Background: an optimization exercise with open tools, aiming at small area. Do not read the settings as production practice. RTL that was checked went through simulation tests only; none was proved equivalent to the original. Power and IR drop assume default switching activity.

==> flow/design.v <==
package rt_pkg;
  localparam int unsigned RAY_HWORDS = 12;
  localparam int unsigned CNT_HWORDS = 2;
  localparam int unsigned TRI_HWORDS = 18;
  typedef enum logic [2:0] {
    StIdle0 = 3'b000,   
    StIdle1 = 3'b001,   
    StRay   = 3'b010,
    StCnt   = 3'b011,
    StDone  = 3'b100,
    StTri   = 3'b110,
    StHold  = 3'b111
  } fetch_state_e;
endpackage
module avm_read_issuer (
  input  logic        clk,
  input  logic        load_i,
  input  logic [31:0] load_addr_i,
  input  logic        active_i,
  input  logic [4:0]  rec_len_i,
  input  logic        rsp_i,
  input  logic        waitrequest_i,
  output logic        read_o,
  output logic [31:0] address_o,
  output logic        rec_done_o
);
  logic [31:0] addr_q;
  logic [4:0]  req_q;
  logic [2:0]  pend_q;
  logic        all_req, accept;
  logic [31:1] addr_c;
  always_comb begin
    addr_c[1] = accept;
    for (int i = 2; i < 32; i++) addr_c[i] = addr_c[i-1] & addr_q[i-1];
  end
  assign all_req    = (req_q == rec_len_i);
  assign read_o     = active_i && !all_req && !pend_q[2];
  assign accept     = read_o && !waitrequest_i;
  assign rec_done_o = rsp_i && all_req && (pend_q == 3'd1);
  always_ff @(posedge clk) begin
    if (load_i) begin
      addr_q <= load_addr_i;
      req_q  <= '0;
      pend_q <= '0;
    end else begin
      addr_q[31:1] <= addr_q[31:1] ^ addr_c;
      if (rec_done_o) req_q <= '0;
      else req_q <= req_q ^ {&req_q[3:0] & accept, &req_q[2:0] & accept, &req_q[1:0] & accept, req_q[0] & accept, accept};
      pend_q <= pend_q + {{2{!accept && rsp_i}}, accept ^ rsp_i};
    end
  end
  assign address_o = addr_q;
endmodule
module scene_fetch (
  input  logic                 clk,
  input  logic                 reset,
  input  logic                 start,
  input  logic [31:0]          base_addr,
  output logic                 avm_m0_read,
  output logic [31:0]          avm_m0_address,
  output logic [1:0]           avm_m0_byteenable,
  input  logic                 avm_m0_waitrequest,
  input  logic [15:0]          avm_m0_readdata,
  input  logic                 avm_m0_readdatavalid,
  output logic [191:0]         o_ray,
  output logic                 o_ray_valid,
  output logic [287:0]         o_tri,
  output logic [31:0]          o_tri_index,
  output logic                 o_tri_valid,
  input  logic                 i_tri_ready,
  output logic                 o_tri_last,
  output logic [31:0]          o_tri_cnt,
  output logic                 o_busy,
  output logic                 o_done
);
  rt_pkg::fetch_state_e state_q;
  logic [287:0] rec_q;
  logic [191:0] ray_q;
  logic [31:0]  cnt_q, idx_q, idx_inc, cnt_new;
  logic [4:0]   rec_len;
  logic         idle, fetching, hold, last_hw, is_last, last_q, load;
  assign idle     = (state_q == rt_pkg::StIdle0) || (state_q == rt_pkg::StIdle1);
  assign hold     = (state_q == rt_pkg::StHold);
  assign fetching = (state_q == rt_pkg::StRay) || (state_q == rt_pkg::StCnt) || (state_q == rt_pkg::StTri);
  assign load     = idle && start;
  logic [31:0] idx_c;
  always_comb begin
    idx_c[0] = 1'b1;
    for (int i = 1; i < 32; i++) idx_c[i] = idx_c[i-1] & idx_q[i-1];
  end
  assign idx_inc  = idx_q ^ idx_c;
  assign is_last  = (idx_inc == cnt_q);
  assign cnt_new  = {avm_m0_readdata, rec_q[287:272]};
  always_comb begin
    unique case (state_q)
      rt_pkg::StRay: rec_len = 5'(rt_pkg::RAY_HWORDS);
      rt_pkg::StCnt: rec_len = 5'(rt_pkg::CNT_HWORDS);
      default:       rec_len = 5'(rt_pkg::TRI_HWORDS);
    endcase
  end
  avm_read_issuer u_issuer (
    .clk           (clk),
    .load_i        (load),
    .load_addr_i   (base_addr),
    .active_i      (fetching),
    .rec_len_i     (rec_len),
    .rsp_i         (avm_m0_readdatavalid),
    .waitrequest_i (avm_m0_waitrequest),
    .read_o        (avm_m0_read),
    .address_o     (avm_m0_address),
    .rec_done_o    (last_hw)
  );
  always_ff @(posedge clk) begin
    last_q <= is_last;
    if (avm_m0_readdatavalid) rec_q <= {avm_m0_readdata, rec_q[287:16]};
    if (avm_m0_readdatavalid && state_q == rt_pkg::StRay) ray_q <= {avm_m0_readdata, ray_q[191:16]};
    if (load) idx_q <= '0;
    else if (hold && i_tri_ready) idx_q <= idx_inc;
  end
  always_ff @(posedge clk) begin
    if (!reset) begin
      state_q <= rt_pkg::StIdle0;
      cnt_q   <= '0;
    end else begin
      unique case (state_q)
        rt_pkg::StIdle0, rt_pkg::StIdle1: if (start) begin
          state_q <= rt_pkg::StRay;
          cnt_q   <= '0;
        end
        rt_pkg::StRay: if (last_hw) state_q <= rt_pkg::StCnt;
        rt_pkg::StCnt: if (last_hw) begin
          cnt_q   <= cnt_new;
          state_q <= (cnt_new == 32'd0) ? rt_pkg::StDone : rt_pkg::StTri;
        end
        rt_pkg::StTri: if (last_hw) state_q <= rt_pkg::StHold;
        rt_pkg::StHold: if (i_tri_ready) state_q <= last_q ? rt_pkg::StDone : rt_pkg::StTri;
        rt_pkg::StDone: state_q <= rt_pkg::StIdle1;
        default: state_q <= rt_pkg::StIdle0;
      endcase
    end
  end
  assign avm_m0_byteenable = 2'b11;
  assign o_ray       = ray_q;
  assign o_ray_valid = (state_q != rt_pkg::StIdle0) && (state_q != rt_pkg::StRay);
  assign o_tri       = rec_q;
  assign o_tri_index = idx_q;
  assign o_tri_valid = hold;
  assign o_tri_last  = last_q;
  assign o_tri_cnt   = cnt_q;
  assign o_busy      = !idle;
  assign o_done      = (state_q == rt_pkg::StDone);
endmodule
Settings: LEC_CHECK=0, CAP_MARGIN=20, CORE_MARGIN=2, CORE_UTILIZATION=60, SLEW_MARGIN=20, BUFFER_PORTS_ARGS=-buffer_cell sky130_fd_sc_hd__buf_1, CTS_ARGS=-sink_clustering_enable -repair_clock_nets -dont_use_dummy_load -root_buf sky130_fd_sc_hd__clkbuf_16 -buf_list sky130_fd_sc_hd__clkbuf_8 -sink_clustering_size 20 -sink_clustering_max_diameter 50; clock period 10.0 ns.
standard.sh (not shown) runs the stock make flow with config.mk's settings and CLKGATE_MAP_FILE= SYNTH_SCRIPT=/design/flow/synth_recipe.tcl, a recipe that flattens the netlist after the stock synthesis.
==> flow/flow/run.sh <==
#!/bin/bash
# The standard layout (standard.sh) with these changes:
# - synthesis maps logic with an area-oriented ABC script (flow/area.abc); the rest of the
#   synthesis, and so every register, is the standard one;
# - ports get the smallest buffer (buf_1) instead of the one buffer_ports picks by default;
# - CTS uses smaller clock buffers, larger sink clusters and no dummy loads.
set -eo pipefail
here=$(pwd)
cfg="${FLOW_CONFIG:-config.mk}"
cat >> "$cfg" <<'EOF'
export BUFFER_PORTS_ARGS = -buffer_cell sky130_fd_sc_hd__buf_1
export CTS_ARGS = -sink_clustering_enable -repair_clock_nets -dont_use_dummy_load -root_buf sky130_fd_sc_hd__clkbuf_16 -buf_list sky130_fd_sc_hd__clkbuf_8 -sink_clustering_size 20 -sink_clustering_max_diameter 50
EOF
export AREA_ABC_SCRIPT="$here/flow/area.abc"
{ head -n 1 synth_recipe.tcl; cat flow/abc_override.tcl; tail -n +2 synth_recipe.tcl; } > flow_synth.tcl
sed "s#SYNTH_SCRIPT=[^ ]*#SYNTH_SCRIPT=$here/flow_synth.tcl#" standard.sh > flow_standard.sh
grep -q "SYNTH_SCRIPT=$here/flow_synth.tcl" flow_standard.sh
bash flow_standard.sh > standard.log 2>&1
==> flow/flow/abc_override.tcl <==
# Technology mapping with an area-oriented ABC script (flow/area.abc) instead of ORFS's
# speed script; everything else in the synthesis is the standard one.
proc abc {args} {
  set out {}
  for {set i 0} {$i < [llength $args]} {incr i} {
    set a [lindex $args $i]
    if {$a eq "-script"} { incr i; lappend out -script $::env(AREA_ABC_SCRIPT); continue }
    if {$a eq "-D"} { incr i; continue }
    lappend out $a
  }
  yosys abc {*}$out
}
==> flow/flow/area.abc <==
strash
dch -f
amap
topo
Change:
--- a/flow/design.v
+++ b/flow/design.v
@@ -31,5 +31,5 @@
   logic [31:1] addr_c;
   always_comb begin
-    addr_c[1] = accept;
+    addr_c[1] = 1'b1;
     for (int i = 2; i < 32; i++) addr_c[i] = addr_c[i-1] & addr_q[i-1];
   end
@@ -44,8 +44,9 @@
       pend_q <= '0;
     end else begin
-      addr_q[31:1] <= addr_q[31:1] ^ addr_c;
-      if (rec_done_o) req_q <= '0;
-      else req_q <= req_q ^ {&req_q[3:0] & accept, &req_q[2:0] & accept, &req_q[1:0] & accept, req_q[0] & accept, accept};
-      pend_q <= pend_q + {{2{!accept && rsp_i}}, accept ^ rsp_i};
+      if (accept) addr_q[31:1] <= addr_q[31:1] ^ addr_c;
+      if (rec_done_o)  req_q <= '0;
+      else if (accept) req_q <= req_q + 5'd1;
+      if (accept && !rsp_i)      pend_q <= pend_q + 3'd1;
+      else if (!accept && rsp_i) pend_q <= pend_q - 3'd1;
     end
   end
@@ -79,5 +80,5 @@
   logic [31:0]  cnt_q, idx_q, idx_inc, cnt_new;
   logic [4:0]   rec_len;
-  logic         idle, fetching, hold, last_hw, is_last, last_q, load;
+  logic         idle, fetching, hold, last_hw, is_last, load;
   assign idle     = (state_q == rt_pkg::StIdle0) || (state_q == rt_pkg::StIdle1);
   assign hold     = (state_q == rt_pkg::StHold);
@@ -112,5 +113,4 @@
   );
   always_ff @(posedge clk) begin
-    last_q <= is_last;
     if (avm_m0_readdatavalid) rec_q <= {avm_m0_readdata, rec_q[287:16]};
     if (avm_m0_readdatavalid && state_q == rt_pkg::StRay) ray_q <= {avm_m0_readdata, ray_q[191:16]};
@@ -134,5 +134,5 @@
         end
         rt_pkg::StTri: if (last_hw) state_q <= rt_pkg::StHold;
-        rt_pkg::StHold: if (i_tri_ready) state_q <= last_q ? rt_pkg::StDone : rt_pkg::StTri;
+        rt_pkg::StHold: if (i_tri_ready) state_q <= is_last ? rt_pkg::StDone : rt_pkg::StTri;
         rt_pkg::StDone: state_q <= rt_pkg::StIdle1;
         default: state_q <= rt_pkg::StIdle0;
@@ -146,5 +146,5 @@
   assign o_tri_index = idx_q;
   assign o_tri_valid = hold;
-  assign o_tri_last  = last_q;
+  assign o_tri_last  = is_last;
   assign o_tri_cnt   = cnt_q;
   assign o_busy      = !idle;
=> Die area rose by 1.6%. Power came out higher by about 2%. Final cell count rose by about 4%. Setup slack loses 2200 ps. Worst hold slack gains 9.6 ps. Non-clock buffer count rose by 5. Utilization drops by 0.16 points. Fmax falls by about 23%. Routed wire length is lower by about 0.6%. Register-to-register slack loses 160 ps. Clock power barely changes. Via count went up by 0.86%. Design area climbs by about 2.4%.
No functional check of the RTL was part of the second run of this note.

-- port drivers added, routing unchanged --
How much do the figures lean on ideal ports? The routed layouts below were timed once more, with nothing changed but the port constraints. Step 1 assumes that a clkbuf_16 drives the clock port and a buf_2 every other input. Step 2, shift: input delay + t, output delay - t, t = (earliest + latest rising clock arrival at the registers) / 2. This alone moves slack from input paths to output paths. Three values: ideal, step 1, step 2; two values: the first two.
run	t (ns)	setup WS [ns]	worst setup path after step 2	slew at the worst register clock pin (ns)	cell pins on the clock port's net
the first run	0.549	2.465 / 2.465 / 1.985	input to register	0.12 / 0.12	1
the second run	0.566	0.276 / 0.221 / 0.787	register to output	0.11 / 0.11	1
After both steps setup and hold are still met in every run listed. For the first run, which loses most, drivers alone change the setup slack by 0.000 ns; drivers and shift together by -0.480 ns.
